What follows belongs to an exercise in optimizing a design on an open flow for small area, a short achievable clock period and few clock cycles per item; a production flow would make more cautious choices.
The RTL was checked by simulation tests, not by an equivalence proof against the original design.
Power figures rest on the tool's default switching activity, not on a simulated workload.

**design.v**
```verilog
package cpuPkg;
	localparam int dataWidth = 16;
	localparam int regCount = 8;
	localparam int regIdxWidth = $clog2(regCount);
	typedef logic [dataWidth-1:0] wordT;
	typedef logic [regIdxWidth-1:0] regIdxT;
	localparam logic [4:0] opNop   = 5'd0;
	localparam logic [4:0] opAddu  = 5'd1;
	localparam logic [4:0] opSubu  = 5'd2;
	localparam logic [4:0] opAnd   = 5'd3;
	localparam logic [4:0] opOr    = 5'd4;
	localparam logic [4:0] opSlt   = 5'd5;
	localparam logic [4:0] opAddiu = 5'd6;
	localparam logic [4:0] opLi    = 5'd7;
	localparam logic [4:0] opLw    = 5'd8;
	localparam logic [4:0] opSw    = 5'd9;
	localparam logic [4:0] opBeqz  = 5'd10;
	localparam logic [4:0] opBnez  = 5'd11;
	localparam logic [4:0] opB     = 5'd12;
	localparam logic [4:0] opJr    = 5'd13;
endpackage
package pipePkg;
	typedef struct packed {
		logic sum;
		logic andOp;
		logic orOp;
		logic slt;
		logic passB;
	} resSelT;
	typedef struct packed {
		logic   sub;         
		resSelT resSel;
		logic   srcImm;
		logic   regWrite;
		logic   memRead;
		logic   memWrite;
		logic   branch;      
		logic   branchNonZero;
		logic   pred;        
		logic   jumpReg;     
		logic   fwdA;        
		logic   fwdB;
		logic   loadB;       
	} exCtrlT;
endpackage
module pipeReg #(
	parameter int width = 1
) (
	input  logic             CLK,
	input  logic             RST,
	input  logic [width-1:0] d,
	output logic [width-1:0] q
);
	always_ff @(posedge CLK or negedge RST)
	begin
		if (!RST)
			q <= '0;
		else
			q <= d;
	end
endmodule
module instrDecoder (
	input  cpuPkg::wordT   instr,
	output logic           useRx,
	output logic           useRy,      
	output logic           isLoad,
	output logic           isStore,
	output logic           isLi,
	output logic           regWrite,
	output logic           isB,
	output logic           isCond,
	output logic           isJr,
	output logic           sub,
	output pipePkg::resSelT resSel,
	output logic           srcImm,
	output cpuPkg::regIdxT dest,
	output logic [8:0]     imm         
);
	logic [4:0] op;
	logic       isReg;
	logic       isAddiu;
	assign op = instr[15:11];
	assign isReg = op >= cpuPkg::opAddu && op <= cpuPkg::opSlt;
	assign isAddiu = op == cpuPkg::opAddiu;
	assign isLi = op == cpuPkg::opLi;
	assign isLoad = op == cpuPkg::opLw;
	assign isStore = op == cpuPkg::opSw;
	assign isB = op == cpuPkg::opB;
	assign isCond = op == cpuPkg::opBeqz || op == cpuPkg::opBnez;
	assign isJr = op == cpuPkg::opJr;
	assign useRx = isReg || isAddiu || isLoad || isStore || isCond || isJr;
	assign useRy = isReg;
	assign regWrite = isReg || isAddiu || isLi || isLoad;
	assign srcImm = isAddiu || isLi || isLoad || isStore;
	assign sub = op == cpuPkg::opSubu || op == cpuPkg::opSlt;
	assign resSel.sum = op == cpuPkg::opAddu || op == cpuPkg::opSubu || isAddiu || isLoad ||
		isStore;
	assign resSel.andOp = op == cpuPkg::opAnd;
	assign resSel.orOp = op == cpuPkg::opOr;
	assign resSel.slt = op == cpuPkg::opSlt;
	assign resSel.passB = isLi;
	assign dest = isReg ? instr[4:2] : (isLoad ? instr[7:5] : instr[10:8]);
	always_comb
	begin
		if (isLoad || isStore)
			imm = {instr[4], {3{instr[4]}}, instr[4:0]};
		else
			imm = {instr[7] && !isLi, instr[7:0]};
	end
endmodule
module regFile (
	input  logic           CLK,
	input  logic           RST,
	input  logic [7:0]     selA,       
	input  logic [7:0]     selB,
	output cpuPkg::wordT   valA,
	output cpuPkg::wordT   valB,
	input  logic           we,
	input  cpuPkg::regIdxT wAddr,
	input  cpuPkg::wordT   wData
);
	cpuPkg::wordT regs [cpuPkg::regCount];
	always_ff @(posedge CLK)
	begin
		for (int i = 0; i < cpuPkg::regCount; i++)
			if (!RST || (we && wAddr == cpuPkg::regIdxT'(i)))
				regs[i] <= RST ? wData : '0;
	end
	always_comb
	begin
		valA = '0;
		valB = '0;
		for (int i = 0; i < cpuPkg::regCount; i++)
		begin
			valA |= regs[i] & {cpuPkg::dataWidth{selA[i]}};
			valB |= regs[i] & {cpuPkg::dataWidth{selB[i]}};
		end
	end
endmodule
module hazardUnit (
	input  cpuPkg::regIdxT rx,
	input  cpuPkg::regIdxT ry,
	input  logic           useRx,
	input  logic           useRy,
	input  logic           exValid,
	input  logic           exRegWrite,
	input  logic           exLoad,
	input  cpuPkg::regIdxT exDest,
	output logic           fwdA,
	output logic           fwdB,
	output logic           loadB,
	output logic           stall
);
	logic hitA;
	logic hitB;
	assign hitA = exValid && exRegWrite && exDest == rx;
	assign hitB = exValid && exRegWrite && exDest == ry;
	assign fwdA = hitA && !exLoad;
	assign fwdB = hitB && !exLoad;
	assign loadB = hitB && exLoad;
	assign stall = exLoad && ((useRx && hitA) || (useRy && hitB));
endmodule
module executeStage (
	input  pipePkg::exCtrlT ctrl,
	input  logic [8:0]      imm,
	input  cpuPkg::wordT    opA,
	input  cpuPkg::wordT    opB,
	output cpuPkg::wordT    aluResult,
	output logic            condTaken
);
	cpuPkg::wordT aluB;
	cpuPkg::wordT addB;
	cpuPkg::wordT sum;
	logic         less;
	assign aluB = ctrl.srcImm ? {{7{imm[8]}}, imm} : opB;
	assign addB = aluB ^ {16{ctrl.sub}};
	logic [15:0] gen [5];
	logic [15:0] prop [5];
	always_comb
	begin
		gen[0] = opA & addB;
		prop[0] = opA ^ addB;
		gen[0][0] = (opA[0] & addB[0]) | (prop[0][0] & ctrl.sub);
		for (int l = 0; l < 4; l++)
			for (int i = 0; i < 16; i++)
				if (i >= (1 << l))
				begin
					gen[l+1][i] = gen[l][i] | (prop[l][i] & gen[l][i - (1 << l)]);
					prop[l+1][i] = prop[l][i] & prop[l][i - (1 << l)];
				end
				else
				begin
					gen[l+1][i] = gen[l][i];
					prop[l+1][i] = prop[l][i];
				end
		sum = prop[0] ^ {gen[4][14:0], ctrl.sub};
	end
	assign less = (opA[15] ^ aluB[15]) ? opA[15] : sum[15];
	assign aluResult = ({16{ctrl.resSel.sum}} & sum) |
		({16{ctrl.resSel.andOp}} & (opA & aluB)) |
		({16{ctrl.resSel.orOp}} & (opA | aluB)) |
		({16{ctrl.resSel.slt}} & {15'd0, less}) |
		({16{ctrl.resSel.passB}} & aluB);
	assign condTaken = (opA == '0) ^ ctrl.branchNonZero;
endmodule
module pipelineCpu (
	input  logic           CLK,
	input  logic           RST,
	output cpuPkg::wordT   imemAddr,
	input  cpuPkg::wordT   imemData,
	output cpuPkg::wordT   dmemAddr,
	output cpuPkg::wordT   dmemWData,
	output logic           dmemRead,
	output logic           dmemWrite,
	input  cpuPkg::wordT   dmemRData,
	output logic           wbValid,
	output cpuPkg::regIdxT wbReg,
	output cpuPkg::wordT   wbData
);
	cpuPkg::wordT    pc;
	cpuPkg::wordT    nextPc;
	cpuPkg::wordT    seqPc;
	cpuPkg::wordT    brTarget;
	cpuPkg::regIdxT  fRx;
	cpuPkg::regIdxT  fRy;
	logic            fUseRx;
	logic            fUseRy;
	logic            fLoad;
	logic            fStore;
	logic            fLi;
	logic            fRegWrite;
	logic            fB;
	logic            fCond;
	logic            fJr;
	logic            fSub;
	pipePkg::resSelT fResSel;
	logic            fSrcImm;
	cpuPkg::regIdxT  fDest;
	logic [8:0]      fImm;
	logic            fFwdA;
	logic            fFwdB;
	logic            fLoadB;
	logic            fStall;
	logic            fJrFused;
	logic            fBranch;
	logic            fPred;
	pipePkg::exCtrlT fCtrl;
	logic            exValid;
	pipePkg::exCtrlT ex;
	logic [7:0]      exSelA;
	logic [7:0]      exSelB;
	cpuPkg::regIdxT  exDest;
	logic [8:0]      exImm;
	cpuPkg::wordT    exAlt;
	cpuPkg::wordT    valA;
	cpuPkg::wordT    valB;
	cpuPkg::wordT    opA;
	cpuPkg::wordT    opB;
	cpuPkg::wordT    aluResult;
	logic            condTaken;
	logic            redirect;
	cpuPkg::wordT    redirectPc;
	logic [2:0]      memFlags;
	logic            memRegWrite;
	logic            memRead;
	logic            memWrite;
	cpuPkg::regIdxT  memDest;
	cpuPkg::wordT    memAlu;
	cpuPkg::wordT    memStore;
	cpuPkg::wordT    memResult;
	cpuPkg::regIdxT  wbDest;
	cpuPkg::wordT    wbResult;
	assign imemAddr = pc;
	assign fRx = imemData[10:8];
	assign fRy = imemData[7:5];
	instrDecoder decoder (.instr(imemData), .useRx(fUseRx), .useRy(fUseRy), .isLoad(fLoad),
		.isStore(fStore), .isLi(fLi), .regWrite(fRegWrite), .isB(fB), .isCond(fCond),
		.isJr(fJr), .sub(fSub), .resSel(fResSel), .srcImm(fSrcImm), .dest(fDest),
		.imm(fImm));
	hazardUnit hazard (.rx(fRx), .ry(fRy), .useRx(fUseRx), .useRy(fUseRy),
		.exValid(exValid), .exRegWrite(ex.regWrite), .exLoad(ex.memRead), .exDest(exDest),
		.fwdA(fFwdA), .fwdB(fFwdB), .loadB(fLoadB), .stall(fStall));
	assign fJrFused = fJr && exValid && ex.resSel.passB && exDest == fRx;
	assign fBranch = fCond && imemData[7:0] != 8'd0;
	assign fPred = fB || (fCond && imemData[7]) || fJrFused;
	assign seqPc = pc + 16'd1;
	assign brTarget = seqPc + (fB ? {{5{imemData[10]}}, imemData[10:0]} :
		{{8{imemData[7]}}, imemData[7:0]});
	always_comb
	begin
		if (redirect)
			nextPc = redirectPc;
		else if (fStall)
			nextPc = pc;
		else if (fJrFused)
			nextPc = {8'd0, exImm[7:0]};
		else if (fPred)
			nextPc = brTarget;
		else
			nextPc = seqPc;
	end
	always_ff @(posedge CLK or negedge RST)
	begin
		if (!RST)
			pc <= '0;
		else
			pc <= nextPc;
	end
	always_comb
	begin
		fCtrl.sub = fSub;
		fCtrl.resSel = fResSel;
		fCtrl.srcImm = fSrcImm;
		fCtrl.regWrite = fRegWrite;
		fCtrl.memRead = fLoad;
		fCtrl.memWrite = fStore;
		fCtrl.branch = fBranch;
		fCtrl.branchNonZero = imemData[11];
		fCtrl.pred = fPred;
		fCtrl.jumpReg = fJr && !fJrFused;
		fCtrl.fwdA = fFwdA;
		fCtrl.fwdB = fFwdB;
		fCtrl.loadB = fLoadB;
	end
	pipeReg #(.width(1)) exValidReg (.CLK(CLK), .RST(RST), .d(!redirect && !fStall),
		.q(exValid));
	always_ff @(posedge CLK)
	begin
		ex <= fCtrl;
		exSelA <= fFwdA ? 8'd0 : 8'd1 << fRx;
		exSelB <= fFwdB ? 8'd0 : 8'd1 << fRy;
		exDest <= fDest;
		exImm <= fImm;
		exAlt <= fPred ? seqPc : brTarget;
	end
	regFile regs (.CLK(CLK), .RST(RST), .selA(exSelA), .selB(exSelB), .valA(valA),
		.valB(valB), .we(memRegWrite), .wAddr(memDest), .wData(memResult));
	assign opA = valA | (memAlu & {16{ex.fwdA}});
	assign opB = valB | (memAlu & {16{ex.fwdB}});
	executeStage execute (.ctrl(ex), .imm(exImm), .opA(opA), .opB(opB),
		.aluResult(aluResult), .condTaken(condTaken));
	assign redirect = exValid && (ex.jumpReg || (ex.branch && condTaken != ex.pred));
	assign redirectPc = ex.jumpReg ? opA : exAlt;
	pipeReg #(.width(3)) memFlagReg (.CLK(CLK), .RST(RST),
		.d({exValid && ex.regWrite, exValid && ex.memRead, exValid && ex.memWrite}),
		.q(memFlags));
	assign {memRegWrite, memRead, memWrite} = memFlags;
	always_ff @(posedge CLK)
	begin
		memDest <= exDest;
		memAlu <= aluResult;
		memStore <= ex.loadB ? dmemRData : opB;
	end
	assign dmemAddr = memAlu;
	assign dmemWData = memStore;
	assign dmemRead = memRead;
	assign dmemWrite = memWrite;
	assign memResult = memRead ? dmemRData : memAlu;
	pipeReg #(.width(1)) wbFlagReg (.CLK(CLK), .RST(RST), .d(memRegWrite), .q(wbValid));
	always_ff @(posedge CLK)
	begin
		wbDest <= memDest;
		wbResult <= memResult;
	end
	assign wbReg = wbDest;
	assign wbData = wbResult;
endmodule
```
**flow/run.sh**
```bash
#!/bin/bash
# standard layout, with port buffers of a small plain buffer cell
export BUFFER_PORTS_ARGS="-buffer_cell sky130_fd_sc_hd__buf_1"
bash standard.sh > standard.log 2>&1
```
**standard.sh**
```bash
#!/bin/bash
# synth_recipe.tcl (not shown) runs the flow's synth.tcl, then flattens the netlist and writes it again
# the make line also repeats each setting of config.mk as NAME=value (left out here)
make -C /OpenROAD-flow-scripts/flow DESIGN_CONFIG=/design/flow/config.mk WORK_HOME=/design/flow/orfs CLKGATE_MAP_FILE= SYNTH_SCRIPT=/design/flow/synth_recipe.tcl "${@:-finish}"
```
**config.mk**
```make
export PLATFORM = sky130hd
export DESIGN_NAME = pipelineCpu
export DESIGN_NICKNAME = pipelineCpu
export VERILOG_FILES = /design/flow/design.v
export SDC_FILE = /design/flow/constraint.sdc
export NUM_CORES = 4
export LEC_CHECK = 0
export ABC_CLOCK_PERIOD_IN_PS = 2500
export CAP_MARGIN = 20
export CORE_MARGIN = 2
export CORE_UTILIZATION = 40
export SETUP_SLACK_MARGIN = 3.0
export SLEW_MARGIN = 20
```
**constraint.sdc**
```tcl
create_clock -name core_clock -period 6.2 [get_ports {CLK}]
set_input_delay 1.2400 -clock core_clock [delete_from_list [all_inputs] [get_ports {CLK}]]
set_output_delay 1.2400 -clock core_clock [all_outputs]
set_load 0.01 [all_outputs]
```
==> impl_metrics.ini, run 1 <==
[run_status]
outcome = no timing/DRC/antenna violations

[layout]
n_fill_cell = 2755
layout_common_cells = edfxtp_1, buf_4, dfxtp_1
multiInputGateArea_sq_um = 6380
regArea_sq_um = 6730
area.growth.synth_to_final_pct = 26.1
diodes = 0
fin_util = 0.511
nets = 1431
drive_gt1_frac = 0.256
mostFrequentLayoutCell = edfxtp_1

[logic_synthesis]
ys_types = 73
ys_warn_count = 9
ys_ff_latch = 264
ys_top_cells_by_area = edfxtp_1, dfxtp_1, dfrtp_1, a22oi_1, mux2_2
seq_area_frac_synth = 0.523
syn_nets = 1251
ys.flop_type = edfxtp_1
async_reset_ff_frac = 0.0795
syn_inst = 1183
synth_top_area_cell = edfxtp_1
synth_top_area_frac = 0.301
synth_edf_count = 128
synth_area_sq_um = 12800
avgSynthCellArea_sq_um = 10.8

[pwr]
powerDensity_nw_per_um2 = 388
power.leakage_uw = 0.00616
max-vdd-ir-drop_uv = 257

[sta]
maxSlewHeadroom = 0.430
period_share = 0.545
hold_viol_final = 0
setup-violations-final = 0
worst_slew_pin_slew_ns = 0.854
drv_slew = 0
max_clock_freq_mhz = 296
setup_slack_ns = 2.82
tns_ns = 0
period_needed_ns = 3.38
finClkSkew_ns = 0.00902
rsz0062_at_grt = yes

[detailed_routing]
wl_microns = 42800
drc = 0
route.vias.total = 10823
dr.pass1.iters = 9
wl_per_cell_microns = 24.0
via_per_inst = 6.05
drt-initial-drc-count = 1367
ant_nets = 0

[placement]
hpwl_microns = 27300
dp_slack_ns = 1.99
io_buffer_count = 103
place.gp.congestion = 0.897

[floorplan]
die-area_sq_um = 33300
die_width_microns = 183
core_area_sq_um = 31500
io_pins = 104
start_util = 0.405
die_y_microns = 183
rows = 65

[grt]
overflow = 0
grt_usage = 0.247
grt_pass1_vias = 10066
grt_start_max_net_pins = 46
grt_pass1_wl_microns = 62100
antenna_found_initial = 0

[critical_path]
start_kind = flop
crit_path_max_incr_delay_ns = 0.32
crit_type = flop to flop
cp.arrival_ns = 3.80
cp_cell_sequence = buf_12 > buf_6 > a222oi_1 > nand3_1 > mux2i_2 > xnor2_1 > ha_1 > nor2b_4 > o21ai_2 > a21boi_2 > o21ai_2 > a21oi_2 > o21a_2 > buf_6 > o21a_1 > nor3_2 > o221ai_1
path_max_fanout = 4
worst-endpoint-required_ns = 6.62
critical_path.endpoint_type = flop
cp_slowest_cell = dfxtp_2

[clock_network]
htree_levels = 1
cts_buffers = 29
cts_tree = built
clk_latency_ns = 0.55
root_buffer = clkbuf_16
clock_sinks = 264
clkTransAtPathRegs_ns = 0.06
postCtsHoldBufs = 0
cts_max_path_buffers = 3

[flow_run]
cap_violations = 0

[min_path]
hp-class = flop to flop
==> power by group <==
group	total (uW)	internal, uW	switching, uW
Combinational	2210	996	1210
Clock	1690	986	703
Sequential	2340	2110	234
Total	6240	4090	2150
==> Yosys cell counts (5+ instances only) <==
cell      number
o221ai_1      10
dfrtp_1       21
dfxtp_1      115
ha_1          32
nor3_1        23
o21ai_0       48
a21oi_1       62
inv_1         34
edfxtp_1     128
xnor2_1       40
a222oi_1      34
nor2_1        70
mux2_2        36
o31ai_1       11
buf_6          7
a22o_1        17
o211ai_1      12
nand2b_1      10
a211oi_1       5
a21o_1         9
a221oi_1      27
a22oi_1       55
clkbuf_1      56
nand2_1      102
xor2_1        16
or3_1          6
nand4_1       11
mux2i_1       25
and2_1        21
nand3_1       46
o21a_1         9
and3_1         6
a221oi_2       6
==> critical path, delay by kind of cell (launching register included) <==
family | cells | cell delay, ns
buffers and inverters | 3 | 0.35
xor gates and xnor gates | 1 | 0.15
AOI/OAI and AO/OA | 8 | 1.34
and+or+nand+nor | 3 | 0.53
muxes | 1 | 0.25
DFF | 1 | 0.32
adders and majority gates | 1 | 0.30
==> metal layers <==
layer / vias up / share of wire / global-route usage
met2: 672 / 0.45 / 0.381
met5: - / 0 / 0
met4: 0 / 0.038 / 0.0903
met1: 5164 / 0.41 / 0.342
met3: 98 / 0.11 / 0.0527
li1: 4889 / - / -
==> kinds of logic (layout without fill, tap and decap cells) <==
kind of cell             count (synthesis)  count (layout)  share of synthesized area
adder cells (fa/ha/maj)                 34              34                     0.0345
multiplexers                            62              62                     0.0523
AND/OR/NAND/NOR                        319             320                      0.119
flip-flops                             264             264                      0.523
AO/OA/AOI/OAI                          341             341                      0.197
XOR/XNOR                                56              56                     0.0384
buffers and inverters                  107             309                     0.0366
==> state kept, by name, summed over array words and instances, names as in the netlist <==
signal        cells
exSelA            8
ex               17
pc               16
wbFlagReg.q       1
exValidReg.q      1
exSelB            8
regs.regs       128
wbDest            3
exImm             9
memFlagReg.q      3
memAlu           16
wbResult         16
memStore         16
exDest            3
exAlt            16
memDest           3
==> final cells by class <==
cell class,instances,share of cell area
repair buffers,220,0.0885
clock inverters,14,0.00808
flip-flops and latches,264,0.418
multi-input cells,813,0.396
clock buffers,40,0.0497
inverters,35,0.00824
well taps,402,0.0312
==> what timing repair did <==
| action | CTS | global route |
|---|---|---|
| pin swaps | 29 | 61 |
| gates resized for setup | 99 | 94 |
| endpoints found under the hold margin | 0 | 0 |
| gates cloned | 0 | 1 |
| endpoints found under the setup margin | 39 | 25 |
| setup buffers | 37 | 54 |
==> through the flow <==
stage / instances / power (uW) / area [sq um] / hold WS, ns
detailed placement: 1642 / 4040 / 13600 / 0.362
finish: 1788 / 6240 / 16100 / 0.378
global route: 1788 / 6530 / 16100 / 0.386
floorplan: 1183 / 3510 / 12900 / 0.343
CTS: 1733 / 5910 / 15300 / 0.374
global placement: 1642 / 4020 / 13600 / 0.371
==> worst paths after layout <==
path / start / endpoint / slack (ns) / cells past startpoint
worst min-delay path: memDest[1] / wbDest[1] / 0.38 / 0
worst max register to register: exSelB[1] / memAlu[10] / 2.82 / 17
min in group asynchronous: RST / pc[10] / 0.78 / 2
worst max-delay path: exSelB[1] / memAlu[10] / 2.82 / 17
max in group asynchronous: RST / pc[0] / 4.95 / 2
worst min register to register: memDest[1] / wbDest[1] / 0.38 / 0
Testbench counts, summed over its fixed seeds: cycles 10,648, instrs 10,210.
==> run 2, diff against run 1 <==
--- a/config.mk
+++ b/config.mk
@@ -9,5 +9,7 @@
 export CAP_MARGIN = 20
 export CORE_MARGIN = 2
 export CORE_UTILIZATION = 40
-export SETUP_SLACK_MARGIN = 3.0
+export CTS_BUF_LIST = sky130_fd_sc_hd__clkbuf_8
+export CTS_CLUSTER_SIZE = 30
+export SETUP_SLACK_MARGIN = 2.5
 export SLEW_MARGIN = 20
==> run 2 against run 1 <==
  * Via count decreased by 2.3%
  * First-iteration DRC count is 2.7% higher
  * Synthesized area stayed put
  * Worst hold slack worse by 0.0038 ns
  * Maximum frequency is 4.1% lower
  * Count of clock-buffer cells in the layout up 13
  * Largest power group unchanged
  * Still clean
  * Cell area is 7.9% lower
  * Setup slack got worse by 0.15 ns
==> impl_metrics.ini, run 2 <==
[detailed_routing]
dr.pass1.iters = 8
ant_nets = 0
via_per_inst = 6.09
wl_per_cell_microns = 23.8
drc = 0
route.vias.total = 10573
drt-initial-drc-count = 1404
wl_microns = 41300

[floorplan]
rows = 65
die-area_sq_um = 33300
die_width_microns = 183
io_pins = 104
start_util = 0.405
core_area_sq_um = 31500
die_y_microns = 183

[logic_synthesis]
async_reset_ff_frac = 0.0795
ys_types = 73
synthTopCellsByCount = edfxtp_1, dfxtp_1, nand2_1
synth_area_sq_um = 12800
synth_top_area_cell = edfxtp_1
ys_ff_latch = 264
synth_top_area_frac = 0.301
avgSynthCellArea_sq_um = 10.8
ys_top_cells_by_area = edfxtp_1, dfxtp_1, dfrtp_1, a22oi_1, mux2_2
seq_area_frac_synth = 0.523
syn_nets = 1251
syn_inst = 1183
synth_edf_count = 128
ys_warn_count = 9
synth.most_common_cell = edfxtp_1
ys.flop_type = edfxtp_1

[critical_path]
path_max_fanout = 16
critical_path.endpoint_type = flop
crit_path_start = exSelB[3]
crit_type = flop to flop
cp.arrival_ns = 4.01
r2r_start = exSelB[3]
start_kind = flop
worst-endpoint-required_ns = 6.69

[layout]
diodes = 0
regMostFlops = regs.regs
top_regs = regs.regs (128), ex (17)
largest_reg_flops = 128
mostFrequentLayoutCell = edfxtp_1
layout_common_cells = edfxtp_1, nand2_1, buf_1
stdcell_count = 1735
drive_gt1_frac = 0.158
n_fill_cell = 2879
area.growth.synth_to_final_pct = 16.1
nets = 1367

[clock_network]
cts_buffers = 45
clock_sinks = 264
postCtsHoldBufs = 0
cts_tree = built
root_buffer = clkbuf_8
htree_levels = 2
clkTransAtPathRegs_ns = 0.06
clk_latency_ns = 0.59
cts_max_path_buffers = 3

[sta]
setup_slack_ns = 2.68
hold_viol_final = 0
max_clock_freq_mhz = 284
setup-violations-final = 0
drv_slew = 0
maxSlewHeadroom = 0.254
tns_ns = 0
rsz0062_at_grt = no
worst_slew_pin_slew_ns = 1.12
whs_ns = 0.374
period_share = 0.568
finClkSkew_ns = 0.0379
period_needed_ns = 3.52

[run_status]
outcome = no timing/DRC/antenna violations

[flow_run]
cap_violations = 0

[grt]
grt_start_max_net_pins = 34
grt_pass1_vias = 9957
overflow = 0
grt_pass1_wl_microns = 61200
grt_usage = 0.243
antenna_found_initial = 0

[min_path]
hp-class = flop to flop
hp-start = memDest[1]

[placement]
place.gp.congestion = 0.875
hpwl_microns = 27500
dp_cells = 1636
io_buffer_count = 103
dp_slack_ns = 1.92

[pwr]
power.leakage_uw = 0.00563
max-vdd-ir-drop_uv = 197
powerDensity_nw_per_um2 = 381
-- run 2: cell types whose count changed in the layout (fill, tap and decap cells not counted), moves of 9 or more --
| cell | delta |
|---|---|
| ha_4 | -10 |
| clkbuf_16 | -29 |
| o21ai_0 | +9 |
| ha_1 | +9 |
| inv_1 | +17 |
| buf_4 | -64 |
| buf_1 | +10 |
| buf_6 | -11 |
| clkbuf_8 | +50 |
-- run 2: report_power, final --
part	total [uW]	internal, uW	switching [uW]
sequential	2350	2100	241
clock	1590	863	725
combinational	1720	718	1000
total	5650	3690	1970
-- run 2: final timing paths --
check | slack, ns | endpoint | depth (start not counted)
setup / recovery | 2.68 | memAlu[12] | 16
hold / removal | 0.37 | wbDest[1] | 0
setup reg to reg | 2.68 | memAlu[12] | 16
hold reg to reg | 0.37 | wbDest[1] | 0
max in group asynchronous | 4.64 | pc[0] | 2
min in group asynchronous | 0.78 | pc[12] | 1
-- run 2: per-stage QoR --
stage / total power (uW) / instance area, sq um / util
2_1_floorplan: 3470 / 12800 / -
3_3_place_gp: 3940 / 13500 / 0.429
6_report: 5650 / 14800 / 0.471
4_1_cts: 5570 / 14500 / 0.462
3_5_place_dp: 3960 / 13500 / 0.429
5_1_grt: 5960 / 14800 / 0.471
-- run 2: area by class of cell --
type                    count  area (sq um)  share of cell area
clock inverters            28           178              0.0120
clock buffers              53           729              0.0492
inverters                  35           131             0.00886
well taps                 402           503              0.0339
repair buffers            141           677              0.0457
multi-input cells         812          5890               0.397
flip-flops and latches    264          6720               0.453
-- run 2: cell families (layout without fill, tap and decap cells) --
kind of cell	after synthesis	count (layout)	synth area share
xor+xnor	56	56	0.0384
mux	62	62	0.0523
compound gates	341	341	0.197
fa+ha+maj	34	34	0.0345
flops	264	264	0.523
buf+inv	107	257	0.0366
simple gates	319	319	0.119
-- run 2: repair_timing --
action                     CTS  global route
pin swaps                    1            17
resized for setup           34            37
buffers inserted             0            18
setup endpoints to repair   23            24
-- run 2: layer usage --
metal	routed length, microns	part of all wire	track usage
met3	3860	0.093	0.0419
met1	17900	0.43	0.343
met4	1240	0.030	0.0832
met5	0	0	0
met2	18300	0.44	0.379
-- run 2: critical path: stages (launching register included) --
cell and delay [ns]:
dfxtp_4 0.43, a22o_1 0.23, a221oi_1 0.20, nand3_1 0.27, mux2i_4 0.27, xnor2_2 0.15, inv_1 0.09, fa_2 0.39
nor2b_1 0.12, o21ai_0 0.11, a21boi_1 0.19, o21ai_2 0.09, a21oi_2 0.16, o21a_2 0.19, o31ai_4 0.08, a2111o_1 0.37
o211ai_1 0.09
==> run 3, diff against run 2 <==
--- a/config.mk
+++ b/config.mk
@@ -8,8 +8,9 @@
 export ABC_CLOCK_PERIOD_IN_PS = 2500
 export CAP_MARGIN = 20
 export CORE_MARGIN = 2
-export CORE_UTILIZATION = 40
+export CORE_UTILIZATION = 60
 export CTS_BUF_LIST = sky130_fd_sc_hd__clkbuf_8
 export CTS_CLUSTER_SIZE = 30
+export PLACE_DENSITY = 0.75
 export SETUP_SLACK_MARGIN = 2.5
 export SLEW_MARGIN = 20
==> run 3 against run 2 <==
  * Power decreased by 0.31%
  * Sequential power about the same
  * First-iteration DRC count rose by 2.8%
  * Sequential cell count unchanged
  * Via count increased by 1.4%
  * Sequential share of layout area up 0.76 points
  * Critical path type unchanged
==> impl_metrics.ini, run 3 <==
[logic_synthesis]
synth_top_area_cell = edfxtp_1
ys_warn_count = 9
async_reset_ff_frac = 0.0795
synth_compound_area_frac = 0.197
syn_nets = 1251
synthAdderAreaFrac = 0.0345
ys.flop_type = edfxtp_1
avgSynthCellArea_sq_um = 10.8
synth-simple-area-share = 0.119
synth_top_area_frac = 0.301
synthMuxAreaShare = 0.0523
synth_top_family_by_area = compound AO/OA/AOI/OAI gates
ys_top_cells_by_area = edfxtp_1, dfxtp_1, dfrtp_1, a22oi_1, mux2_2
synthTopCellsByCount = edfxtp_1, dfxtp_1, nand2_1
seq_area_frac_synth = 0.523
synth-xor-area-share = 0.0384
synth_area_sq_um = 12800
ys_ff_latch = 264
syn_inst = 1183
synth_edf_count = 128
ys_types = 73
synth.most_common_cell = edfxtp_1

[clock_network]
cts_max_path_buffers = 3
postCtsHoldBufs = 0
clkTransAtPathRegs_ns = 0.07
cts_tree = built
root_buffer = clkbuf_8
htree_levels = 2
clk_latency_ns = 0.56
clock_sinks = 264
cts_buffers = 43

[detailed_routing]
wl_microns = 39600
route.vias.total = 10721
drc = 0
ant_nets = 0
dr.pass1.iters = 10
wl_per_cell_microns = 24.7
via_per_inst = 6.69
drt-initial-drc-count = 1443

[floorplan]
core_area_sq_um = 21000
rows = 53
start_util = 0.609
io_pins = 104
die_y_microns = 150
die-area_sq_um = 22500
die_width_microns = 150

[layout]
layout_common_cells = edfxtp_1, nand2_1, dfxtp_1
n_fill_cell = 1589
largest_reg_flops = 128
nets = 1361
top_regs = regs.regs (128), ex (17)
regArea_sq_um = 6700
drive_gt1_frac = 0.153
regMostFlops = regs.regs
area.growth.synth_to_final_pct = 14.0
stdcell_count = 1603
diodes = 0
multiInputGateArea_sq_um = 5860
mostFrequentLayoutCell = edfxtp_1

[critical_path]
worst-endpoint-required_ns = 6.69
r2r_cells = 15
critical_path.endpoint_type = flop
crit_type = flop to flop
r2r_start = exSelB[1]
path_max_fanout = 16
start_kind = flop
r2r-end = memAlu[12]
cp.arrival_ns = 4.10
regToRegSetupSlack_ns = 2.59

[sta]
maxSlewHeadroom = 0.256
period_share = 0.582
setup-violations-final = 0
rsz0062_at_grt = yes
finClkSkew_ns = 0.0159
worst_slew_pin_slew_ns = 1.11
period_needed_ns = 3.61
drv_slew = 0
hold_viol_final = 0
tns_ns = 0
max_clock_freq_mhz = 277

[pwr]
power.leakage_uw = 0.00557
max-vdd-ir-drop_uv = 285
p_int_uw = 3620
swShare = 0.358
pwr-share-clk = 0.269
powerDensity_nw_per_um2 = 388
combPwrFrac = 0.314
pwr-share-seq = 0.416
p_switching_uw = 2020

[flow_run]
cap_violations = 0

[run_status]
outcome = no timing/DRC/antenna violations

[min_path]
hp-start = memDest[1]
min_to = wbDest[1]
min_delay_path_depth = 0
hp-class = flop to flop

[placement]
io_buffer_count = 103
hpwl_microns = 25900
place.gp.congestion = 0.925
dp_cells = 1507

[grt]
grt_pass1_vias = 9872
overflow = 0
antenna_found_initial = 0
grt_start_max_net_pins = 46
grt_usage = 0.343
grt_pass1_wl_microns = 57500
[run 3: cell counts after synthesis]
Identical to the previous run, type by type.
[run 3: layout make-up]
| type | count | share of cell area |
|---|---|---|
| Clock buffer | 48 | 0.0454 |
| Multi-Input combinational cell | 812 | 0.403 |
| Sequential cell | 264 | 0.461 |
| Tap cell | 275 | 0.0237 |
| Timing Repair Buffer | 137 | 0.0445 |
| Inverter | 35 | 0.00903 |
| Clock inverter | 32 | 0.0138 |
[run 3: power groups by stage]
stage	clock, uW	combinational [uW]	sequential, uW
5_1_grt	1600	1920	2360
3_3_place_gp	0	1580	2350
3_5_place_dp	0	1620	2350
4_1_cts	1520	1650	2330
2_1_floorplan	0	1160	2310
6_report	1520	1770	2350
[run 3: how the worst max path moves through the flow]
stage / start / endpoint / slack, ns / depth (start not counted)
floorplan: imemData[12] / pc[15] / 2.50 / 10
global placement: exSelB[3] / memAlu[12] / 2.03 / 15
detailed placement: exSelB[5] / memAlu[12] / 1.94 / 15
CTS: exSelB[3] / memAlu[12] / 2.49 / 16
global route: exSelB[1] / memAlu[14] / 2.35 / 14
finish: exSelB[1] / memAlu[12] / 2.59 / 15
[run 3: kinds of logic after synthesis]
logic type	after synthesis
mux	62
compound gates	341
xor+xnor	56
flops	264
simple gates	319
fa+ha+maj	34
buf+inv	107
[run 3: through the flow]
| step | hold slack [ns] | setup slack, ns | area (sq um) | total power, uW | util |
|---|---|---|---|---|---|
| floorplan | 0.343 | 2.50 | 12800 | 3470 | - |
| global placement | 0.364 | 2.03 | 13300 | 3930 | 0.636 |
| detailed placement | 0.362 | 1.94 | 13300 | 3970 | 0.636 |
| CTS | 0.371 | 2.49 | 14300 | 5500 | 0.683 |
| global route | 0.386 | 2.35 | 14500 | 5890 | 0.694 |
| finish | 0.370 | 2.59 | 14500 | 5640 | 0.694 |
[run 3: routing by layer]
layer,vias up,part of all wire,global-route usage
met2,782,0.45,0.525
met5,-,0,0
met1,5046,0.39,0.474
met4,0,0.042,0.145
met3,134,0.12,0.0747
li1,4759,-,-
[run 3: repair_timing]
| action | CTS | global route |
|---|---|---|
| pin swaps | 4 | 5 |
| gates cloned | 0 | 0 |
| gates resized for setup | 25 | 36 |
| setup endpoints to repair | 25 | 16 |
| setup buffers | 7 | 9 |
[run 3: critical path: stages (launching register included)]
cell and delay [ns]:
dfxtp_2 0.48, a222oi_1 0.39, nand3_1 0.23, mux2i_2 0.27, xnor2_1 0.18, inv_1 0.09, fa_1 0.45, nor2b_1 0.12
o21ai_0 0.11, a21boi_1 0.17, o21ai_1 0.11, a21oi_2 0.18, o21a_2 0.21, o31ai_4 0.09, a2111o_1 0.37, o211ai_1 0.09
==> run 4, diff against run 3 <==
--- a/config.mk
+++ b/config.mk
@@ -8,9 +8,8 @@
 export ABC_CLOCK_PERIOD_IN_PS = 2500
 export CAP_MARGIN = 20
 export CORE_MARGIN = 2
-export CORE_UTILIZATION = 60
+export CORE_UTILIZATION = 40
 export CTS_BUF_LIST = sky130_fd_sc_hd__clkbuf_8
 export CTS_CLUSTER_SIZE = 30
-export PLACE_DENSITY = 0.75
-export SETUP_SLACK_MARGIN = 2.5
+export SETUP_SLACK_MARGIN = 2.0
 export SLEW_MARGIN = 20
==> run 4 against run 3 <==
  * Synthesized area unchanged
  * Largest power group unchanged
  * Count of clock-buffer cells in the layout increased by 7
  * Power down 0.64%
  * Routed wire length is 4.7% higher
  * Worst hold slack improved by 0.0051 ns
  * Clock power increased by 4%
  * Via count is 2.1% lower
  * Sequential share of layout area about the same
  * Final cell count increased by 7.7%
  * Critical path type unchanged
  * First-iteration DRC count up 5.2%
==> impl_metrics.ini, run 4 <==
[logic_synthesis]
synthTopCellsByCount = edfxtp_1, dfxtp_1, nand2_1
synth.most_common_cell = edfxtp_1
ys_top_cells_by_area = edfxtp_1, dfxtp_1, dfrtp_1, a22oi_1, mux2_2
ys_ff_latch = 264
ys_warn_count = 9
ys.flop_type = edfxtp_1
syn_nets = 1251
syn_inst = 1183
synth_top_area_frac = 0.301
synth_edf_count = 128
synth_area_sq_um = 12800
async_reset_ff_frac = 0.0795
synth_top_area_cell = edfxtp_1
seq_area_frac_synth = 0.523
ys_types = 73
avgSynthCellArea_sq_um = 10.8

[layout]
diodes = 0
mostFrequentLayoutCell = edfxtp_1
regMostFlops = regs.regs
nets = 1354
drive_gt1_frac = 0.119
layout_common_cells = edfxtp_1, dfxtp_1, nand2_1, buf_1, nor2_1
n_fill_cell = 2907
area.growth.synth_to_final_pct = 13.5
top_regs = regs.regs (128), ex (17)
largest_reg_flops = 128

[floorplan]
rows = 65
die-area_sq_um = 33300
die_width_microns = 183
start_util = 0.405
io_pins = 104
core_area_sq_um = 31500
die_y_microns = 183

[sta]
period_needed_ns = 4.05
rsz0062_at_grt = no
maxSlewHeadroom = 0.222
setup_slack_ns = 2.15
tns_ns = 0
period_share = 0.653
worst_slew_pin_slew_ns = 1.16
setup-violations-final = 0
max_clock_freq_mhz = 247
hold_viol_final = 0
drv_slew = 0
finClkSkew_ns = 0.0485

[detailed_routing]
wl_microns = 41500
drt-initial-drc-count = 1518
ant_nets = 0
drc = 0
wl_per_cell_microns = 24.0
route.vias.total = 10499
via_per_inst = 6.08
dr.pass1.iters = 7

[clock_network]
cts_max_path_buffers = 3
cts_tree = built
clock_sinks = 264
htree_levels = 2
clk_latency_ns = 0.58
cts_buffers = 46
root_buffer = clkbuf_8
postCtsHoldBufs = 0
clkTransAtPathRegs_ns = 0.06

[placement]
hpwl_microns = 27800
io_buffer_count = 103
dp_slack_ns = 1.84
place.gp.congestion = 0.880

[flow_run]
cap_violations = 0

[min_path]
hp-class = flop to flop

[pwr]
swShare = 0.354
powerDensity_nw_per_um2 = 387
pwr-share-clk = 0.281
power.leakage_uw = 0.00554
max-vdd-ir-drop_uv = 207
p_switching_uw = 1980
p_int_uw = 3620
combPwrFrac = 0.301
pwr-share-seq = 0.418

[grt]
grt_usage = 0.245
grt_pass1_wl_microns = 61700
overflow = 0
grt_start_max_net_pins = 34
antenna_found_initial = 0
grt_pass1_vias = 10015

[critical_path]
crit_path_max_incr_delay_ns = 0.67
critical_path.endpoint_type = flop
cp_slowest_cell = a221oi_2
worst-endpoint-required_ns = 6.62
cp_cell_sequence = a222oi_1 > nand3_1 > a221oi_2 > nand4_1 > nor4_2 > xnor2_1 > a21oi_2 > nor2_2 > buf_4 > mux2_1
cp.arrival_ns = 4.47
start_kind = flop
path_max_fanout = 16
crit_type = flop to flop

[run_status]
outcome = no timing/DRC/antenna violations
## run 4: cell counts after synthesis
No cell type changed its count.
## run 4: per-stage QoR
step / instance area (sq um) / hold WS, ns / total power (uW) / cells / util
final: 14500 / 0.375 / 5600 / 1726 / 0.460
after global routing: 14500 / 0.381 / 5880 / 1726 / 0.460
after detailed placement: 13500 / 0.362 / 3990 / 1640 / 0.429
after CTS: 14400 / 0.374 / 5560 / 1726 / 0.458
after global placement: 13500 / 0.367 / 3970 / 1640 / 0.429
after floorplan: 12800 / 0.343 / 3460 / 1183 / -
## run 4: power groups by stage
stage | Clock, uW | Combinational [uW] | Sequential, uW
final | 1580 | 1680 | 2340
after floorplan | 0 | 1150 | 2310
after global placement | 0 | 1610 | 2360
after CTS | 1590 | 1640 | 2330
after global routing | 1660 | 1860 | 2360
after detailed placement | 0 | 1630 | 2360
## run 4: final cells by class
| class | instances | area, sq um | area share |
|---|---|---|---|
| Tap cell | 402 | 503 | 0.0347 |
| Clock buffer | 55 | 757 | 0.0523 |
| Timing Repair Buffer | 127 | 568 | 0.0392 |
| Inverter | 35 | 131 | 0.00907 |
| Multi-Input combinational cell | 812 | 5680 | 0.392 |
| Clock inverter | 31 | 160 | 0.0111 |
| Sequential cell | 264 | 6680 | 0.461 |
## run 4: cells by family (layout without fill, tap and decap cells)
logic type / count (synthesis) / count (layout) / share of synthesized area
AO/OA/AOI/OAI: 341 / 341 / 0.197
AND/OR/NAND/NOR: 319 / 319 / 0.119
flip-flops: 264 / 264 / 0.523
buffers and inverters: 107 / 248 / 0.0366
multiplexers: 62 / 62 / 0.0523
XOR/XNOR: 56 / 56 / 0.0384
adder cells (fa/ha/maj): 34 / 34 / 0.0345
## run 4: critical path, delay by kind of cell (launching register included)
kind                      cells  cell delay (ns)
AOI/OAI and AO/OA             3             1.22
xor gates and xnor gates      1             0.23
buffers and inverters         1             0.34
DFF                           1             0.61
muxes                         1             0.36
and+or+nand+nor               4             1.14
## run 4: path summary, 6_finish.rpt
check	depth (start not counted)	from	slack, ns	endpoint
worst min register to register	0	memDest[1]	0.37	wbDest[1]
worst max register to register	10	exSelA[0]	2.15	pc[11]
min in group asynchronous	1	RST	0.78	pc[7]
max in group asynchronous	2	RST	4.59	pc[0]
worst min-delay path	0	memDest[1]	0.37	wbDest[1]
worst max-delay path	10	exSelA[0]	2.15	pc[11]
## run 4: repair_timing
action	in CTS	in global routing
buffers inserted	0	0
gates resized for setup	1	13
setup endpoints to repair	3	7
## run 4: routing by layer
layer / track usage / up-vias / share of wire
li1: - / 4733 / -
met1: 0.355 / 5073 / 0.44
met2: 0.372 / 600 / 0.44
met3: 0.0409 / 93 / 0.095
met4: 0.0819 / 0 / 0.030
met5: 0 / - / 0
==> run 5, diff against run 4 <==
--- a/config.mk
+++ b/config.mk
@@ -11,5 +11,5 @@
 export CORE_UTILIZATION = 40
 export CTS_BUF_LIST = sky130_fd_sc_hd__clkbuf_8
 export CTS_CLUSTER_SIZE = 30
-export SETUP_SLACK_MARGIN = 2.0
+export SETUP_SLACK_MARGIN = 2.25
 export SLEW_MARGIN = 20
==> run 5 against run 4 <==
  * Still clean
  * Critical path depth is 6 higher
  * Die area stayed put
  * Sequential power hardly changed
  * Worst hold slack better by 0.00054 ns
  * Routed wire length is 0.18% higher
  * Combinational power is 2% higher
  * Register-to-register slack better by 0.26 ns
  * Setup slack better by 0.26 ns
  * Synthesized area stayed put
  * Cell area is 0.72% higher
  * Clock skew is 0.0023 ns lower
  * Critical path type unchanged
  * Critical endpoint is now memAlu[12]
  * Largest power group unchanged
  * Highest routed layer unchanged
==> impl_metrics.ini, run 5 <==
[flow_run]
cap_violations = 0

[clock_network]
clkTransAtPathRegs_ns = 0.06
root_buffer = clkbuf_8
htree_levels = 2
postCtsHoldBufs = 0
cts_max_path_buffers = 3
cts_buffers = 46
clk_latency_ns = 0.58
cts_tree = built
clock_sinks = 264

[logic_synthesis]
ys_top_cells_by_area = edfxtp_1, dfxtp_1, dfrtp_1, a22oi_1, mux2_2
synth_area_sq_um = 12800
seq_area_frac_synth = 0.523
ys_ff_latch = 264
synth_top_area_cell = edfxtp_1
syn_nets = 1251
synth_edf_count = 128
ys_warn_count = 9
synthTopCellsByCount = edfxtp_1, dfxtp_1, nand2_1
ys_types = 73
async_reset_ff_frac = 0.0795
avgSynthCellArea_sq_um = 10.8
ys.flop_type = edfxtp_1
synth_top_area_frac = 0.301
synth.most_common_cell = edfxtp_1
syn_inst = 1183

[layout]
largest_reg_flops = 128
area.growth.synth_to_final_pct = 14.3
nets = 1358
top_regs = regs.regs (128), ex (17)
regMostFlops = regs.regs
diodes = 0
layout_common_cells = edfxtp_1, dfxtp_1, nand2_1
mostFrequentLayoutCell = edfxtp_1
drive_gt1_frac = 0.135

[floorplan]
core_area_sq_um = 31500
start_util = 0.405
die-area_sq_um = 33300
io_pins = 104
die_y_microns = 183
die_width_microns = 183
rows = 65

[run_status]
outcome = no timing/DRC/antenna violations

[detailed_routing]
dr.pass1.iters = 9
wl_per_cell_microns = 24.0
via_per_inst = 6.11
drt-initial-drc-count = 1797
wl_microns = 41600
route.vias.total = 10574
ant_nets = 0
drc = 0

[min_path]
hp-class = flop to flop
hp-start = memDest[1]

[critical_path]
worst-endpoint-required_ns = 6.63
cp.buffers_inverters = 1
critical_path.endpoint_type = flop
start_kind = flop
cp_slowest_cell = ha_1
crit_path_max_incr_delay_ns = 0.39
path_max_fanout = 16
cp.arrival_ns = 4.22
cp_common_cell = o21ai_0
r2r_start = exSelB[5]
crit_path_start = exSelB[5]
crit_type = flop to flop
critPathTopFamily = compound AO/OA/AOI/OAI gates
cp_cell_sequence = buf_4 > a22o_1 > a221oi_1 > nand3_1 > mux2i_2 > xnor2_1 > ha_1 > nor2b_1 > o21ai_0 > a21boi_1 > o21ai_0 > a21oi_1 > o21a_2 > o31ai_4 > a2111o_1 > o211ai_1

[sta]
maxSlewHeadroom = 0.202
max_clock_freq_mhz = 264
worst_slew_pin_slew_ns = 1.20
period_share = 0.611
rsz0062_at_grt = no
setup_slack_ns = 2.41
setup-violations-final = 0
tns_ns = 0
period_needed_ns = 3.79
hold_viol_final = 0
drv_slew = 0
finClkSkew_ns = 0.0461

[grt]
antenna_found_initial = 0
grt_usage = 0.246
overflow = 0
grt_start_max_net_pins = 34
grt_pass1_vias = 10042
grt_pass1_wl_microns = 61900

[pwr]
powerDensity_nw_per_um2 = 386
power.leakage_uw = 0.00558
max-vdd-ir-drop_uv = 205

[placement]
dp_slack_ns = 1.84
io_buffer_count = 103
place.gp.congestion = 0.880
hpwl_microns = 27800
[run 5: logic make-up (layout without fill, tap and decap cells)]
| kind of cell | count (synthesis) | in the layout | share of synthesized area |
|---|---|---|---|
| DFF | 264 | 264 | 0.523 |
| xor gates and xnor gates | 56 | 56 | 0.0384 |
| and+or+nand+nor | 319 | 319 | 0.119 |
| adders and majority gates | 34 | 34 | 0.0345 |
| muxes | 62 | 62 | 0.0523 |
| buffers and inverters | 107 | 252 | 0.0366 |
| AOI/OAI and AO/OA | 341 | 341 | 0.197 |
[run 5: per-layer routing]
| layer | vias to the layer above | routed length [microns] | global-route usage |
|---|---|---|---|
| li1 | 4741 | - | - |
| met1 | 5099 | 18000 | 0.357 |
| met2 | 635 | 18300 | 0.373 |
| met3 | 99 | 4120 | 0.0399 |
| met4 | 0 | 1170 | 0.0813 |
| met5 | - | 0 | 0 |
[run 5: final timing paths]
path / to / slack, ns / cells past startpoint
min in group asynchronous: pc[7] / 0.78 / 1
worst min-delay path: wbDest[1] / 0.38 / 0
worst max register to register: memAlu[12] / 2.41 / 16
max in group asynchronous: pc[0] / 4.60 / 2
worst min register to register: wbDest[1] / 0.38 / 0
worst max-delay path: memAlu[12] / 2.41 / 16
[run 5: worst register-to-register path, cell delays in order, from the launching register on]
cell      delay, ns
dfxtp_1        0.30
buf_4          0.22
a22o_1         0.23
a221oi_1       0.20
nand3_1        0.21
mux2i_2        0.27
xnor2_1        0.10
ha_1           0.39
nor2b_1        0.15
o21ai_0        0.27
a21boi_1       0.11
o21ai_0        0.26
a21oi_1        0.15
o21a_2         0.25
o31ai_4        0.26
a2111o_1       0.20
o211ai_1       0.09
[run 5: where the power goes]
group	internal [uW]	leakage, uW	switching (uW)	total [uW]
registers	2110	0.00253	231	2340
clock network	849	0.000559	725	1570
logic	680	0.00249	1040	1720
[run 5: cell type report]
type	count	area, sq um
Fill cell	2896	16900
Inverter	35	131
Timing Repair Buffer	131	599
Multi-Input combinational cell	812	5740
Tap cell	402	503
Sequential cell	264	6690
Clock inverter	31	160
Clock buffer	55	757
[run 5: timing repair]
item                       CTS  global route
setup buffers                0             4
pin swaps                    0             7
setup endpoints to repair    5             8
gates resized for setup      7            28
cloned                       0             0
[run 5: per-stage QoR]
| step | std cells | area [sq um] | hold WS [ns] | util | power, uW |
|---|---|---|---|---|---|
| after global placement | 1640 | 13500 | 0.367 | 0.429 | 3970 |
| after global routing | 1730 | 14600 | 0.381 | 0.463 | 5910 |
| after CTS | 1726 | 14500 | 0.374 | 0.459 | 5570 |
| after detailed placement | 1640 | 13500 | 0.362 | 0.429 | 3990 |
| after floorplan | 1183 | 12800 | 0.343 | - | 3460 |
| final | 1730 | 14600 | 0.375 | 0.463 | 5630 |
==> run 6, diff against run 5 <==
==> flow/run.sh (replaced) <==
#!/bin/bash
# standard layout, with port buffers of a small plain buffer cell
export BUFFER_PORTS_ARGS="-buffer_cell sky130_fd_sc_hd__buf_1"
export RECOVER_POWER=100
bash standard.sh > standard.log 2>&1
--- a/config.mk
+++ b/config.mk
@@ -11,5 +11,5 @@
 export CORE_UTILIZATION = 40
 export CTS_BUF_LIST = sky130_fd_sc_hd__clkbuf_8
 export CTS_CLUSTER_SIZE = 30
-export SETUP_SLACK_MARGIN = 2.25
+export SETUP_SLACK_MARGIN = 2.5
 export SLEW_MARGIN = 20
==> run 6 against run 5 <==
  * Now fails the layout checks on capacitance limit, slew limit
  * Clock skew is 0.0061 ns lower
  * Non-clock buffer count is 10 higher
  * Core utilization is 0.30 points higher
  * Routed wire length is 0.61% lower
  * Global-route usage is 0.24 points lower
  * Largest power group unchanged
  * Highest routed layer unchanged
==> impl_metrics.ini, run 6 <==
[layout]
regArea_sq_um = 6710
diodes = 0
drive_gt1_frac = 0.126
area.growth.synth_to_final_pct = 15.0
n_fill_cell = 2906
layout_common_cells = edfxtp_1, nand2_1, dfxtp_1
top_regs = regs.regs (128), ex (17)
nets = 1367
multiInputGateArea_sq_um = 5800
regMostFlops = regs.regs
largest_reg_flops = 128
mostFrequentLayoutCell = edfxtp_1
fin_util = 0.466

[placement]
dp_slack_ns = 1.92
io_buffer_count = 103
hpwl_microns = 27500
place.gp.congestion = 0.875

[pwr]
power.leakage_uw = 0.00556
max-vdd-ir-drop_uv = 197
powerDensity_nw_per_um2 = 383

[clock_network]
cts_tree = built
cts_buffers = 45
clkTransAtPathRegs_ns = 0.06
root_buffer = clkbuf_8
postCtsHoldBufs = 0
clock_sinks = 264
cts_max_path_buffers = 3
clk_latency_ns = 0.59
htree_levels = 2

[logic_synthesis]
ys_ff_latch = 264
async_reset_ff_frac = 0.0795
synth_top_area_frac = 0.301
seq_area_frac_synth = 0.523
synth_edf_count = 128
ys_warn_count = 9
syn_inst = 1183
ys_types = 73
synthTopCellsByCount = edfxtp_1, dfxtp_1, nand2_1
synth_top_area_cell = edfxtp_1
avgSynthCellArea_sq_um = 10.8
synth_area_sq_um = 12800
ys_top_cells_by_area = edfxtp_1, dfxtp_1, dfrtp_1, a22oi_1, mux2_2
syn_nets = 1251
synth.most_common_cell = edfxtp_1
ys.flop_type = edfxtp_1

[critical_path]
crit_path_max_incr_delay_ns = 1.11
cp.arrival_ns = 5.23
cp_slowest_cell = a221oi_1
critical_path.endpoint_type = flop
cp.buffers_inverters = 1
crit_type = flop to flop
start_kind = flop
cp_cell_sequence = a222oi_1 > nand3_1 > a221oi_1 > nand4_1 > nor4_1 > xnor2_1 > a21oi_2 > nor2_4 > clkbuf_1 > mux2i_1
critPathTopFamily = compound AO/OA/AOI/OAI gates
path_max_fanout = 16
worst-endpoint-required_ns = 6.68

[sta]
setup-violations-final = 0
hold_viol_final = 0
drv_slew = 47
setup_slack_ns = 1.45
max_clock_freq_mhz = 210
period_needed_ns = 4.75
period_share = 0.766
maxSlewHeadroom = -1.17
worst_slew_pin_slew_ns = 3.23
whs_ns = 0.378
tns_ns = 0
finClkSkew_ns = 0.0401
rsz0062_at_grt = no

[grt]
grt_pass1_vias = 9957
grt_usage = 0.243
grt_use_met2 = 0.379
antenna_found_initial = 0
top_usage_layer = met2
grt_pass1_wl_microns = 61200
grtUsageMet3 = 0.0419
use_met1 = 0.343
grt_start_max_net_pins = 34
overflow = 0

[detailed_routing]
dr.pass1.iters = 8
wl_microns = 41300
route.vias.total = 10526
drc = 0
drt-initial-drc-count = 1313
via_per_inst = 6.07
wl_per_cell_microns = 23.8
ant_nets = 0

[floorplan]
io_pins = 104
start_util = 0.405
core_area_sq_um = 31500
die_y_microns = 183
rows = 65
die_width_microns = 183
die-area_sq_um = 33300

[flow_run]
cap_violations = 2

[run_status]
violations = capacitance limit, slew limit
outcome = finished with violations

[min_path]
hp-class = flop to flop
run 6: changes by cell type in the layout (fill, tap and decap cells not counted), moves of 7 or more:
cell      change
and2_0       +18
buf_1         -9
dfxtp_1       -8
mux2_2       -13
mux2_1       +12
clkbuf_1     +23
and2_1       -18
dfxtp_4       +7
run 6: worst reg2reg max path, stage by stage (launching register included):
cell      delay, ns
dfxtp_2        0.50
a222oi_1       0.39
nand3_1        0.11
a221oi_1       1.11
nand4_1        0.27
nor4_1         0.69
xnor2_1        0.23
a21oi_2        0.12
nor2_4         0.28
clkbuf_1       0.69
mux2i_1        0.27
run 6: report_power, final:
part | switching [uW] | leakage, uW | total, uW | internal, uW
Clock | 722 | 0.000525 | 1590 | 863
Sequential | 239 | 0.00254 | 2350 | 2110
Combinational | 992 | 0.00249 | 1690 | 698
Total | 1950 | 0.00556 | 5620 | 3670
run 6: kinds of logic (layout without fill, tap and decap cells):
group	count (synthesis)	in the layout	share of synthesized area
DFF	264	264	0.523
AOI/OAI and AO/OA	341	341	0.197
and+or+nand+nor	319	319	0.119
buffers and inverters	107	257	0.0366
muxes	62	62	0.0523
xor gates and xnor gates	56	56	0.0384
adders and majority gates	34	34	0.0345
run 6: per-stage QoR:
stage | total power (uW) | instance area [sq um] | instances
after floorplan | 3470 | 12800 | 1183
after global placement | 3940 | 13500 | 1636
after detailed placement | 3960 | 13500 | 1636
final | 5620 | 14700 | 1735
after global routing | 5930 | 14700 | 1735
after CTS | 5570 | 14500 | 1717
run 6: routing by layer:
metal / vias to the layer above / wire (microns)
met2: 583 / 18400
met1: 5079 / 17700
met3: 98 / 3940
met4: 0 / 1250
li1: 4766 / -
met5: - / 0
run 6: final cells by class:
| class | count | area share |
|---|---|---|
| Clock buffer | 53 | 0.0497 |
| Clock inverter | 28 | 0.0121 |
| Inverter | 35 | 0.00895 |
| Multi-Input combinational cell | 812 | 0.395 |
| Sequential cell | 264 | 0.457 |
| Tap cell | 402 | 0.0343 |
| Timing Repair Buffer | 141 | 0.0425 |
run 6: what timing repair did:
item	4_1_cts	5_1_grt
endpoints found under the setup margin	23	24
resized for setup	34	37
cloned	0	0
buffers inserted	0	18
pin swaps	1	17
run 6: path summary, 6_finish.rpt:
check                            end  slack [ns]  depth (start not counted)        from
setup / recovery               pc[4]        1.45                         10   exSelA[0]
hold / removal             wbDest[1]        0.38                          0  memDest[1]
setup reg to reg               pc[4]        1.45                         10   exSelA[0]
hold reg to reg            wbDest[1]        0.38                          0  memDest[1]
max in group asynchronous      pc[0]        3.41                          2         RST
min in group asynchronous      pc[5]        1.25                          1         RST
==> run 7, diff against run 6 <==
==> flow/run.sh (replaced) <==
#!/bin/bash
# standard layout, with port buffers of a small plain buffer cell
export BUFFER_PORTS_ARGS="-buffer_cell sky130_fd_sc_hd__buf_1"
bash standard.sh > standard.log 2>&1
--- a/config.mk
+++ b/config.mk
@@ -5,7 +5,7 @@
 export SDC_FILE = /design/flow/constraint.sdc
 export NUM_CORES = 4
 export LEC_CHECK = 0
-export ABC_CLOCK_PERIOD_IN_PS = 2500
+export ABC_AREA = 1
 export CAP_MARGIN = 20
 export CORE_MARGIN = 2
 export CORE_UTILIZATION = 40
==> run 7 against run 6 <==
  * Sequential power hardly changed
  * Count of clock-buffer cells in the layout is 4 higher
  * The run now finishes clean
  * Clock power is 6% higher
  * Largest power group unchanged
  * Cell area is 6.1% higher
  * Maximum frequency is 34% higher
==> impl_metrics.ini, run 7 <==
[pwr]
power.total_uw = 5800
power.leakage_uw = 0.00690
powerDensity_nw_per_um2 = 373
max-vdd-ir-drop_uv = 159

[critical_path]
cp.arrival_ns = 4.02
critical_path.endpoint_type = flop
path_max_fanout = 9
start_kind = flop
crit_type = flop to flop
worst-endpoint-required_ns = 6.68

[detailed_routing]
dr.pass1.iters = 5
wl_microns = 45500
ant_nets = 0
via_per_inst = 5.37
drc = 0
drt-initial-drc-count = 1237
route.vias.total = 12346
wl_per_cell_microns = 19.8

[logic_synthesis]
ys_types = 57
ys_top_cells_by_area = edfxtp_1, dfxtp_1, nand2_1, o21ai_0, inv_1
seq_area_frac_synth = 0.483
syn_inst = 1699
synth_top_area_frac = 0.278
synth_area_sq_um = 13800
async_reset_ff_frac = 0.0795
avgSynthCellArea_sq_um = 8.13
ys.flop_type = edfxtp_1
ys_ff_latch = 264
synth.most_common_cell = nand2_1
synth_edf_count = 128
synthTopCellsByCount = nand2_1, inv_1, edfxtp_1, o21ai_0, dfxtp_1
syn_nets = 1767
ys_warn_count = 9
synth_top_area_cell = edfxtp_1

[floorplan]
die_y_microns = 190
io_pins = 104
start_util = 0.403
core_area_sq_um = 34300
die-area_sq_um = 36000
die_width_microns = 190
rows = 68

[layout]
fin_area_sq_um = 15600
stdcell_count = 2299
largest_reg_flops = 128
diodes = 0
area.growth.synth_to_final_pct = 12.7
layout_common_cells = nand2_1, inv_1, edfxtp_1
mostFrequentLayoutCell = nand2_1
nets = 1874
regMostFlops = regs.regs
drive_gt1_frac = 0.106
top_regs = regs.regs (128), ex (17)

[sta]
hold_viol_final = 0
worst_slew_pin_slew_ns = 0.890
tns_ns = 0
finClkSkew_ns = 0.0445
setup-violations-final = 0
whs_ns = 0.383
maxSlewHeadroom = 0.406
period_needed_ns = 3.54
drv_slew = 0
max_clock_freq_mhz = 282
period_share = 0.571
rsz0062_at_grt = yes

[placement]
io_buffer_count = 103
place.gp.congestion = 0.901
dp_cells = 2204
hpwl_microns = 32900
place_area_sq_um = 14400

[grt]
grt_pass1_wl_microns = 69100
grt_pass1_vias = 11759
overflow = 0
antenna_found_initial = 0
grt_start_max_net_pins = 35
grt_usage = 0.254

[clock_network]
clock_sinks = 264
clk_latency_ns = 0.60
cts_max_path_buffers = 3
cts_tree = built
clkTransAtPathRegs_ns = 0.07
postCtsHoldBufs = 0
cts_buffers = 46
htree_levels = 2
root_buffer = clkbuf_8

[flow_run]
cap_violations = 0

[min_path]
hp-class = flop to flop

[run_status]
outcome = no timing/DRC/antenna violations
==> run 7: cell count changes in the layout (fill, tap and decap cells not counted), sizes merged, moves of 37 or more <==
cell,change
a21oi,+40
a22oi,-55
inv,+131
mux2,-37
nand2,+431
nand3,+72
nor2,+40
o21ai,+99
==> run 7: critical path: stages, from the launching register on <==
cell and delay, ns:
dfxtp_1 0.35, clkinvlp_4 0.12, buf_4 0.18, o22ai_1 0.09
a21oi_1 0.11, nand3_1 0.07, a21oi_1 0.16, nand4_1 0.21
o21ai_0 0.39, xor2_1 0.12, ha_1 0.40, a21oi_1 0.08
o21ai_0 0.28, nand3_1 0.12, nand4_1 0.13, nand2_1 0.08
nand2_1 0.06, a21oi_1 0.07, or2_2 0.27, nand3_1 0.07
nand2_1 0.05
==> run 7: worst paths after layout <==
path / start / cells past startpoint / slack (ns) / to
worst min-delay path: memDest[2] / 0 / 0.38 / wbDest[2]
worst max-delay path: exSelB[1] / 20 / 2.66 / memAlu[14]
worst min register to register: memDest[2] / 0 / 0.38 / wbDest[2]
max in group asynchronous: RST / 2 / 5.19 / pc[0]
min in group asynchronous: RST / 2 / 0.67 / pc[3]
worst max register to register: exSelB[1] / 20 / 2.66 / memAlu[14]
==> run 7: repair_timing <==
action                                  4_1_cts  5_1_grt
gates resized for setup                       4       28
buffers inserted                              0        9
gates cloned                                  0        0
endpoints found under the setup margin        4       19
pin swaps                                     0        3
==> run 7: cell type report <==
cell class                 instances  area, sq um
inverter                         173          667
sequential                       264         6690
fill                            3431        18700
clock buffer                      57          785
timing repair buffer             122          531
multi-input combinational       1199         6120
clock inverter                    29          195
tap                              455          569
==> run 7: cell families (layout without fill, tap and decap cells) <==
family	count (synthesis)	count (layout)	synth area share
simple gates	826	826	0.263
xor+xnor	41	41	0.0260
buf+inv	236	381	0.0761
flops	264	264	0.483
fa+ha+maj	34	34	0.0319
compound gates	298	298	0.119
==> run 7: per-stage QoR <==
step | worst slack (ns) | utilization
global placement | 2.10 | 0.421
finish | 2.66 | 0.454
CTS | 2.55 | 0.450
detailed placement | 2.05 | 0.421
global route | 2.38 | 0.454
floorplan | 2.87 | -
==> run 7: routing by layer <==
| metal | global-route usage | wire, microns | vias up |
|---|---|---|---|
| li1 | - | - | 5861 |
| met1 | 0.369 | 20800 | 5839 |
| met2 | 0.389 | 19900 | 566 |
| met3 | 0.0404 | 3670 | 80 |
| met4 | 0.0757 | 1130 | 0 |
| met5 | 0 | 0 | - |
==> run 7: where the power goes <==
group | switching (uW) | total [uW] | internal [uW]
combinational | 1210 | 1790 | 577
clock | 761 | 1680 | 922
sequential | 228 | 2330 | 2100
total | 2200 | 5800 | 3600
==> run 8, diff against run 7 <==
--- a/config.mk
+++ b/config.mk
@@ -11,5 +11,5 @@
 export CORE_UTILIZATION = 40
 export CTS_BUF_LIST = sky130_fd_sc_hd__clkbuf_8
 export CTS_CLUSTER_SIZE = 30
-export SETUP_SLACK_MARGIN = 2.5
+export SETUP_SLACK_MARGIN = 3.0
 export SLEW_MARGIN = 20
==> run 8 against run 7 <==
  * Combinational power increased by 16%
  * Core utilization increased by 2.3 points
  * Synthesized area unchanged
  * Register-to-register slack improved by 0.37 ns
  * Setup slack improved by 0.37 ns
  * First-iteration DRC count increased by 12%
  * Count of clock-buffer cells in the layout decreased by 6
  * Final cell count increased by 1.7%
  * Die area unchanged
  * Clock power decreased by 2%
  * Worst hold slack got worse by 0.0093 ns
==> impl_metrics.ini, run 8 <==
[layout]
largest_reg_flops = 128
area.growth.synth_to_final_pct = 18.4
layout_common_cells = nand2_1, inv_1, edfxtp_1
stdcell_count = 2337
n_fill_cell = 3323
fin_area_sq_um = 16300
diodes = 0
nets = 1913
multiInputGateArea_sq_um = 6600

[logic_synthesis]
ys_warn_count = 9
synth_area_sq_um = 13800
async_reset_ff_frac = 0.0795
ys.flop_type = edfxtp_1
synth_top_area_frac = 0.278
synth_edf_count = 128
synth-xor-area-share = 0.0260
synth-simple-area-share = 0.263
synthAdderAreaFrac = 0.0319
ys_types = 57
syn_nets = 1767
ys_top_cells_by_area = edfxtp_1, dfxtp_1, nand2_1, o21ai_0, inv_1
avgSynthCellArea_sq_um = 8.13
synth_compound_area_frac = 0.119
synth_top_area_cell = edfxtp_1
syn_inst = 1699

[min_path]
min_to = wbDest[2]
min_delay_path_depth = 0

[floorplan]
die_y_microns = 190
die-area_sq_um = 36000
start_util = 0.403

[placement]
hpwl_microns = 32700
dp_cells = 2206
io_buffer_count = 103
place_area_sq_um = 14500

[grt]
grt_pass1_vias = 11677
overflow = 0
grt_usage = 0.254
antenna_found_initial = 0
grt_start_max_net_pins = 35

[clock_network]
clk_latency_ns = 0.59
cts_buffers = 47
htree_levels = 2
cts_tree = built
root_buffer = clkbuf_8
clkTransAtPathRegs_ns = 0.06

[detailed_routing]
ant_nets = 0
via_per_inst = 5.42
route.vias.total = 12657
drt-initial-drc-count = 1381
drc = 0
wl_per_cell_microns = 20.0

[critical_path]
crit_type = flop to flop
r2r_start = exSelA[6]
cp.arrival_ns = 3.64
path_max_fanout = 16
r2r-end = memAlu[14]
start_kind = flop
regToRegSetupSlack_ns = 3.03
critical_path.endpoint_type = flop

[sta]
maxSlewHeadroom = 0.430
worst_slew_pin_slew_ns = 0.854
rsz0062_at_grt = yes
setup-violations-final = 0
whs_ns = 0.374
period_share = 0.511
drv_slew = 0
period_needed_ns = 3.17
max_clock_freq_mhz = 315

[pwr]
max-vdd-ir-drop_uv = 183
powerDensity_nw_per_um2 = 370

[run_status]
outcome = no timing/DRC/antenna violations
-- run 8: stage by stage --
stage	setup WS (ns)	power [uW]	utilization
global route	2.88	6380	0.477
finish	3.03	6050	0.477
detailed placement	2.16	4090	0.423
floorplan	3.02	3470	-
global placement	2.16	4080	0.423
CTS	2.97	5760	0.455
-- run 8: final cells by class --
cell class / instances / area share
timing repair buffer: 159 / 0.0514
clock inverter: 35 / 0.0145
timing repair inverter: 1 / 0.000459
sequential: 264 / 0.410
multi-input combinational: 1199 / 0.404
tap: 455 / 0.0348
clock buffer: 51 / 0.0429
inverter: 173 / 0.0413
-- run 8: cell families (layout without fill, tap and decap cells) --
| family | after synthesis | after routing |
|---|---|---|
| DFF | 264 | 264 |
| xor gates and xnor gates | 41 | 41 |
| AOI/OAI and AO/OA | 298 | 298 |
| adders and majority gates | 34 | 34 |
| buffers and inverters | 236 | 419 |
| and+or+nand+nor | 826 | 826 |
-- run 8: report_power, final --
part	internal [uW]	leakage [uW]	total, uW	switching [uW]
registers	2110	0.00253	2340	228
clock network	888	0.000551	1640	751
logic	733	0.00408	2080	1340
total	3730	0.00716	6050	2320
-- run 8: what timing repair did --
item,in CTS,in global routing
buffers inserted,14,30
resized for setup,42,137
pin swaps,11,66
cloned,1,0
setup endpoints to repair,30,32
-- run 8: routing by layer --
metal,vias up,track usage,wire (microns),part of all wire
met1,5958,0.369,20700,0.44
met2,662,0.369,19700,0.42
li1,5928,-,-,-
met5,-,0,0,0
met3,109,0.0481,4520,0.097
met4,0,0.106,1820,0.039
-- run 8: how the worst max path moves through the flow --
| stage | from | slack, ns | to |
|---|---|---|---|
| floorplan | imemData[12] | 3.02 | pc[15] |
| global placement | imemData[9] | 2.16 | pc[4] |
| detailed placement | imemData[9] | 2.16 | pc[14] |
| CTS | exSelB[1] | 2.97 | memAlu[14] |
| global route | exSelB[0] | 2.88 | memAlu[0] |
| finish | exSelA[6] | 3.03 | memAlu[14] |
-- run 8: critical path: stages, from the launching register on --
cell and delay, ns:
dfxtp_2 0.72, nand2_1 0.13, nand3_2 0.12, nor2_4 0.05
nand2_2 0.09, nand3_1 0.13, nand2_1 0.22, inv_1 0.10
fa_2 0.39, inv_2 0.08, a21oi_2 0.07, o21bai_4 0.18
nand4_1 0.10, nand4_1 0.11, nand2_1 0.08, nand2_1 0.08
a21oi_2 0.06, or2_4 0.23, nand3_2 0.05, nand2_1 0.05

Re-timed with assumed drivers on the ports (clkbuf_16 on the clock, buf_2 on other inputs), run 8 has 3.030 ns of setup slack against 3.030 ns with ideal ports, and 2.538 ns once port delays also move by the mid clock arrival of 0.623 ns.
